Context: an optimization exercise on an open-source flow, tuned for small area, a short achievable clock period and few clock cycles per item. The choices shown serve that exercise and are no tape-out recipe. In this exercise RTL edits were held to simulation tests only and were not proved equivalent to the original.

==> flow/design.v, too long to show whole: its modules and the start of the top module <==
// module tsp_trig_rom: 36 lines
// module tsp_mul_dist: 1460 lines
// module tsp_mul: 1581 lines
// module tsp_add47: 736 lines
// module tsp_add45: 694 lines
// module tsp_add32: 397 lines
// module tsp_add33: 406 lines
// module tsp_add32s: 489 lines
// module tsp_seq: 76 lines
// module turntable_scan_point_converter_unit: 245 lines
module turntable_scan_point_converter_unit #(
	parameter int TRIG_ENTRIES = tsp_pkg::TRIG_ENTRIES_DEF,
	parameter int SAMPLE_BITS  = tsp_pkg::SAMPLE_BITS_DEF
) (
	input  logic                                clk,
	input  logic                                arst_n,
	input  logic                                s_tvalid,
	output logic                                s_tready,
	input  logic [((SAMPLE_BITS+7)/8)*8-1:0]    s_tdata,   
	input  logic                                s_tuser,   
	output logic                                m_tvalid,
	input  logic                                m_tready,
	output logic [tsp_pkg::OUT_TDATA_W-1:0]     m_tdata,
	output logic                                m_tuser,   
	input  logic                                cfg_valid,
	output logic                                cfg_ready,
	input  logic [tsp_pkg::CFG_IDX_W-1:0]       cfg_index,
	input  logic [tsp_pkg::CFG_DATA_W-1:0]      cfg_data
);
  // ...
==> flow/flow/run.sh <==
#!/bin/bash
set -euo pipefail
MARGIN=$(sed -n 's/^SETUP_MARGIN=//p' flow/margin.txt)
bash standard.sh SETUP_SLACK_MARGIN=$MARGIN finish > make.log 2>&1
==> flow/flow/margin.txt <==
SETUP_MARGIN=7.4
==> flow/standard.sh <==
#!/bin/bash
# synth_recipe.tcl (not shown) runs the flow's synth.tcl, then flattens the netlist and writes it again
# the make line also repeats each setting of config.mk as NAME=value (left out here)
make -C /OpenROAD-flow-scripts/flow DESIGN_CONFIG=/design/flow/config.mk WORK_HOME=/design/flow/orfs CLKGATE_MAP_FILE= SYNTH_SCRIPT=/design/flow/synth_recipe.tcl "${@:-finish}"
==> flow/config.mk <==
export PLATFORM = sky130hd
export DESIGN_NAME = turntable_scan_point_converter_unit
export DESIGN_NICKNAME = turntable_scan_point_converter_unit
export VERILOG_FILES = /design/flow/design.v
export SDC_FILE = /design/flow/constraint.sdc
export NUM_CORES = 4
export LEC_CHECK = 0
export ABC_AREA = 1
export CAP_MARGIN = 20
export CORE_MARGIN = 2
export CORE_UTILIZATION = 55
export PLACE_DENSITY = 0.7
export SETUP_SLACK_MARGIN = 5
export SLEW_MARGIN = 20
==> flow/constraint.sdc <==
create_clock -name core_clock -period 11.0 [get_ports {clk}]
set_input_delay 2.2000 -clock core_clock [delete_from_list [all_inputs] [get_ports {clk}]]
set_output_delay 2.2000 -clock core_clock [all_outputs]
set_load 0.01 [all_outputs]
==> reports/results.txt, run 1 <==
Status = timing/DRC/antenna clean
GRT overflow = 0
Critical path required time = 11.47 ns
Most common cell after layout, fill and taps aside = inv_1
Clk_buf instances = 111
Critical path class = flip-flop to flip-flop
Via density = 5.84
R2R Path Start = sd0_q[6]
Final Wtd Congestion = 0.894
Register area share after synthesis = 30.2%
Num CTS Buffers = 94
Fillcell total = 11.3k
CTS Sinks = 814
FFs & Latches = 814
Worst path cell trace = buf_4 > buf_6 > buf_6 > clkinvlp_4 > o22ai_1 > xor2_1 > fa_1 > fa_1 > inv_1 > fa_1 > inv_1 > fa_1
Final min period = 3.74 ns
CP dominant cell by count = fa_1
Worst min path class = flip-flop to flip-flop
Met3 WL = 18800 um
Tapcell count = 1794
Htree depth = 3
Syn_area_per_cell = 8.81 sq um
Fraction of area in registers = 26.8%
Adder-Cell Fraction of Synth Area = 26.0%
Met1 Routed Length = 83500 um
RR Endpoint = vc1_q[15]
Final Hold Fails = 0
Total GRT Usage = 30.4%
Highest Clock Rate = 0.268 GHz
Seq. cell area = 0.0229 sq mm
Clk slew on worst S/H paths = 0.06 ns
Crit. End Element = flip-flop
Clock network share of area = 3.77%
Post-route insts no fill = 10.5k
Slowest CP cell = fa_1
Cell with the most instances after synthesis = inv_1
Biggest Area Class = multi-input gates
Final slew viol count = 0
Testbench counts, summed over its fixed seeds: cycles 12,040, items 12,000.
==> module tsp_seq, before the edit <==
module tsp_seq (
	input  logic        clk,
	input  logic        arst_n,
	input  logic        step,        
	input  logic        cmd,         
	input  logic        adv,         
	input  logic        lift_wr,     
	input  logic [30:0] lift,
	input  logic [15:0] tsteps,
	input  logic [31:0] limit,
	output logic        ready_d,     
	output logic [30:0] z,           
	output logic        done         
);
	logic [15:0] turn_q;
	logic [31:0] total_q;
	logic [30:0] z_q;
	logic        busy_q;
	logic [3:0]  bit_q;
	logic [31:0] tsum;
	logic        tco;
	logic [31:0] nlimit;
	logic        dt, da, d0;
	logic [32:0] as, ac, asum;
	logic        aco;
	logic [31:0] za, zb, zs;
	logic        zco;
	logic [30:0] zsat;
	logic        turn_max;
	assign turn_max = &turn_q;
	assign ready_d  = lift_wr ? (turn_q == 16'd0) : (busy_q ? (bit_q == 4'd0) : 1'b1);
	assign z        = z_q;
	tsp_add32 u_tadd (.a(total_q), .b({16'd0, tsteps}), .ci(1'b0), .sum(tsum), .co(tco));
	assign nlimit = ~limit;
	tsp_add32 u_cmp (.a(total_q), .b(nlimit), .ci(1'b1), .sum(), .co(dt));
	assign as = {1'b0, total_q ^ {16'd0, tsteps} ^ nlimit};
	assign ac = {(total_q & {16'd0, tsteps}) | (total_q & nlimit) | ({16'd0, tsteps} & nlimit), 1'b0};
	tsp_add33 u_acmp (.a(as), .b(ac), .ci(1'b1), .sum(asum), .co(aco));
	assign da   = aco | asum[32];
	assign d0   = (limit == 32'd0);
	assign done = cmd ? d0 : (adv ? da : dt);
	assign za   = busy_q ? {z_q, 1'b0} : {1'b0, z_q};
	assign zb   = (!busy_q || turn_q[15]) ? {1'b0, lift} : 32'd0;
	tsp_add32s u_zadd (.a(za), .b(zb), .ci(1'b0), .sum(zs), .co(zco));
	assign zsat = (zs[31] || (busy_q && z_q[30])) ? 31'h7FFF_FFFF : zs[30:0];
	always_ff @(posedge clk or negedge arst_n) begin
		if (!arst_n) begin
			turn_q  <= '0;
			total_q <= '0;
			z_q     <= '0;
			busy_q  <= 1'b0;
			bit_q   <= '0;
		end else if (lift_wr) begin
			z_q     <= '0;
			busy_q  <= (turn_q != 16'd0);
			bit_q   <= 4'd15;
		end else if (busy_q) begin
			z_q     <= zsat;
			turn_q  <= {turn_q[14:0], turn_q[15]};
			bit_q   <= bit_q - 4'd1;
			busy_q  <= (bit_q != 4'd0);
		end else if (step) begin
			if (cmd) begin
				total_q <= '0;
				turn_q  <= '0;
				z_q     <= '0;
			end else if (adv) begin
				total_q <= tco ? 32'hFFFF_FFFF : tsum;
				if (!turn_max) begin
					turn_q <= turn_q + 16'd1;
					z_q    <= zsat;
				end
			end
		end
	end
endmodule
==> run 2: changes to the inputs <==
--- a/flow/design.v
+++ b/flow/design.v
@@ -5903,7 +5903,7 @@
 	assign turn_max = &turn_q;
 	assign ready_d  = lift_wr ? (turn_q == 16'd0) : (busy_q ? (bit_q == 4'd0) : 1'b1);
 	assign z        = z_q;
-	tsp_add32 u_tadd (.a(total_q), .b({16'd0, tsteps}), .ci(1'b0), .sum(tsum), .co(tco));
+	tsp_add32s u_tadd (.a(total_q), .b({16'd0, tsteps}), .ci(1'b0), .sum(tsum), .co(tco));
 	assign nlimit = ~limit;
 	tsp_add32 u_cmp (.a(total_q), .b(nlimit), .ci(1'b1), .sum(), .co(dt));
 	assign as = {1'b0, total_q ^ {16'd0, tsteps} ^ nlimit};
==> flow/flow/margin.txt (replaced) <==
SETUP_MARGIN=7.2
--- a/flow/config.mk
+++ b/flow/config.mk
@@ -8,7 +8,7 @@
 export ABC_AREA = 1
 export CAP_MARGIN = 20
 export CORE_MARGIN = 2
-export CORE_UTILIZATION = 55
-export PLACE_DENSITY = 0.7
+export CORE_UTILIZATION = 50
+export PLACE_DENSITY = 0.65
 export SETUP_SLACK_MARGIN = 5
 export SLEW_MARGIN = 20
==> reports/results.txt, run 2 <==
Highest Clock Rate = 0.259 GHz (-3.4%)
Insertion delay to the later sink of the worst-skew pair = 0.77 ns
CP startpoint kind = input port
Top area cells in the synthesized netlist = edfxtp_1 (20%), fa_1 (17%), dfrtp_1 (10%)
Critical path class = input port to flip-flop
WP buf/inv = 5
Final min period = 3.87 ns (+0.131 ns)
Largest family of logic cells by synthesized area = adder cells
Max Cap Viol = 0
Share of flip-flops with an asynchronous set or reset = 38.9%
CTS Root Buffer Type = clkbuf_16
Site Rows = 142
Die Wd = 393 um
Chip height = 393 um
CTS tree = yes
Num CTS Buffers = 97 (+3.2%)
CP dominant cell by count = buf_16
Final Hold Fails = 0 (unchanged)
Cell with the most instances after synthesis = inv_1
Worst path cell trace = clkdlybuf4s50_1 > nor2_4 > clkinvlp_4 > buf_12 > buf_16 > buf_16
Register area share after synthesis = 30.2% (+0.031 points)
GRT overflow = 0 (unchanged)
Initial Util = 50.4%
Period utilization = 35.2%
Wirelength per Cell = 20.0 um
Final setup violation count = 0
Drt first pass iters = 10
Slew HR = 34.6%
Cell family with most CP delay = buffers and inverters
Port-buffer cells = 152
Worst min path class = flip-flop to flip-flop
Most common cell after layout, fill and taps aside = inv_1
Area Growth Syn to Fin = 10.2%
Top cell type's share of synthesized area = 19.7%
Htree depth = 3 (unchanged)
Mux cell area share after synthesis = 0.0446%
Most frequent cells in the layout = inv_1 (1609), nand2_1 (1217), xor2_1 (800)
Vias in the first global route = 61.5k
Largest net degree at the start of global routing = 125
Compound-Gate Fraction of Synth Area = 11.0%
DPL Wire Length = 150000 um
Initial antenna violation count = 7
Synthesized flop and latch total = 814
Share of layout cells above drive strength 1 = 5.91%
Top FF cell, synth = edfxtp_1
Post-Synth Simple-Gate Area = 12.5%
Layout Skew = 0.0599 ns
Pre-CTS setup slack = 5.66 ns
Final slew viol count = 0 (unchanged)
Synth warn = 4
Final Wtd Congestion = 0.913 (+2.1%)
Vias = 60.5k
Status = timing/DRC/antenna clean
Setup WS post-layout = 7.13 ns
Clk slew on worst S/H paths = 0.06 ns (about the same)
Syn_area_per_cell = 8.81 sq um (about the same)
Xor/xnor share of the synthesized area = 9.70%
Adder-Cell Fraction of Synth Area = 25.9% (-0.19 points)
Slowest CP cell = clkdlybuf4s50_1
Drt drc = 0
Unrepaired setup endpoints after global routing = true
Worst path arrival time = 4.31 ns
Die area = 0.154 sq mm
Unique masters post-synth = 62
CTS Sinks = 814 (unchanged)
Synth area leader = edfxtp_1
Total GRT Usage = 27.8% (-2.6 points)
Final wirelength = 214000 um
Mapped cell area = 0.0757 sq mm
First-pass GRT wire length = 337000 um
DRT iter0 DRCs = 5799
Via density = 5.66 (-3.0%)
Critical path required time = 11.44 ns (-0.03 ns)
Crit. End Element = flip-flop
Cells after Synth = 8588
I/O pin count = 165
Synth top cells by count = inv_1 (1635), nand2_1 (1226), xor2_1 (800)
Worst path max stage delay = 0.44 ns
Core area = 0.150 sq mm
Number of flops mapped to enable cells by yosys = 497
Worst slew pin tran = 0.981 ns
Setup TNS Final = 0 ns
Nets@finish = 9803
CP Max Fanout = 129
Antenna viol nets, final = 0
CTS max path bufs = 3
Fillcell total = 13.4k (+19%)
## run 2: what timing repair did
action                                  in CTS  in global routing
cloned                                       8                  6
hold buffers                                 0                  0
endpoints found under the setup margin     642                490
pin swaps                                    1                  6
buffers inserted                            29                 32
gates resized for setup                    163                 63
## run 2: final timing paths
| path | slack [ns] | to | cells after the start | startpoint |
|---|---|---|---|---|
| worst max-delay path | 7.13 | yc3_q[37] | 6 | m_tready |
| worst min-delay path | 0.42 | vc1_q[0] | 0 | co_q[0] |
| worst max register to register | 7.21 | vc1_q[24] | 9 | slope_q[23] |
| worst min register to register | 0.42 | vc1_q[0] | 0 | co_q[0] |
| max in group asynchronous | 7.60 | slope_q[21] | 3 | arst_n |
| min in group asynchronous | 1.37 | min_q[5] | 1 | arst_n |
## run 2: cell families (layout without fill, tap and decap cells)
kind of cell,after synthesis,in the layout
fa+ha+maj,1170,1170
simple gates,2214,2214
buf+inv,2129,2194
compound gates,1418,1418
xor+xnor,838,838
other cells,2,10
mux,3,3
flops,814,814
## run 2: worst reg2reg max path: stages (launching register included)
cell and delay [ns]:
dfrtp_1 0.51, inv_1 0.52, o22ai_1 0.18, xor2_1 0.19
fa_1 0.58, inv_1 0.06, fa_1 0.45, fa_1 0.52
inv_1 0.06, fa_1 0.45
## run 2: layout make-up
| type | count | area, sq um | area share [%] |
|---|---|---|---|
| flip-flops and latches | 814 | 22900 | 27.4 |
| diodes | 2 | 5.00 | 0.00600 |
| multi-input cells | 5651 | 44900 | 53.9 |
| well taps | 2016 | 2520 | 3.02 |
| inverters | 1663 | 6340 | 7.61 |
| clock inverters | 63 | 776 | 0.930 |
| repair buffers | 343 | 3260 | 3.91 |
| clock buffers | 119 | 2660 | 3.19 |
| repair inverters | 6 | 45.0 | 0.0540 |
## run 2: metal layers
layer	part of all wire [%]	wire [um]	track usage, %
met1	40	85900	35.3
met3	7.8	16600	4.83
met2	47	101000	46.7
met5	0	0	0
met4	4.6	9770	11.7
## run 2: through the flow
step           utilization, %  hold slack, ns  area (sq um)  cells
2_1_floorplan               -           0.400         75700   8594
3_5_place_dp             52.5           0.405         78800  10416
3_3_place_gp             52.5           0.403         78800  10416
4_1_cts                  55.1           0.419         82800  10635
5_1_grt                  55.6           0.440         83400  10675
6_report                 55.6           0.417         83400  10677
Testbench counts of run 2, summed over its fixed seeds: cycles 12,040, items 12,000.

-- what the ideal ports hide --
Ports are ideal in the flow. The routed layouts listed here were re-timed in OpenROAD.
Step 1 assumes that a clkbuf_16 drives the clock port and a buf_2 every other input.
Step 2, shift: input delay + t, output delay - t, t = (earliest + latest rising clock arrival at the registers) / 2. This alone moves slack from input paths to output paths.
a / b / c = ideal / step 1 / step 2; a / b = the first two.
| run | t, ns | setup WS [ns] | hold WS [ns] |
|---|---|---|---|
| run 1 | 0.805 | 7.264 / 7.264 / 6.708 | 0.426 / 0.426 / 0.426 |
| run 2 | 0.817 | 7.133 / 7.191 / 6.375 | 0.417 / 0.417 / 0.417 |
After both steps setup and hold are still met in every run listed. The setup slack of run 2, which loses most, moves by +0.058 ns with the drivers and by -0.758 ns with both steps.
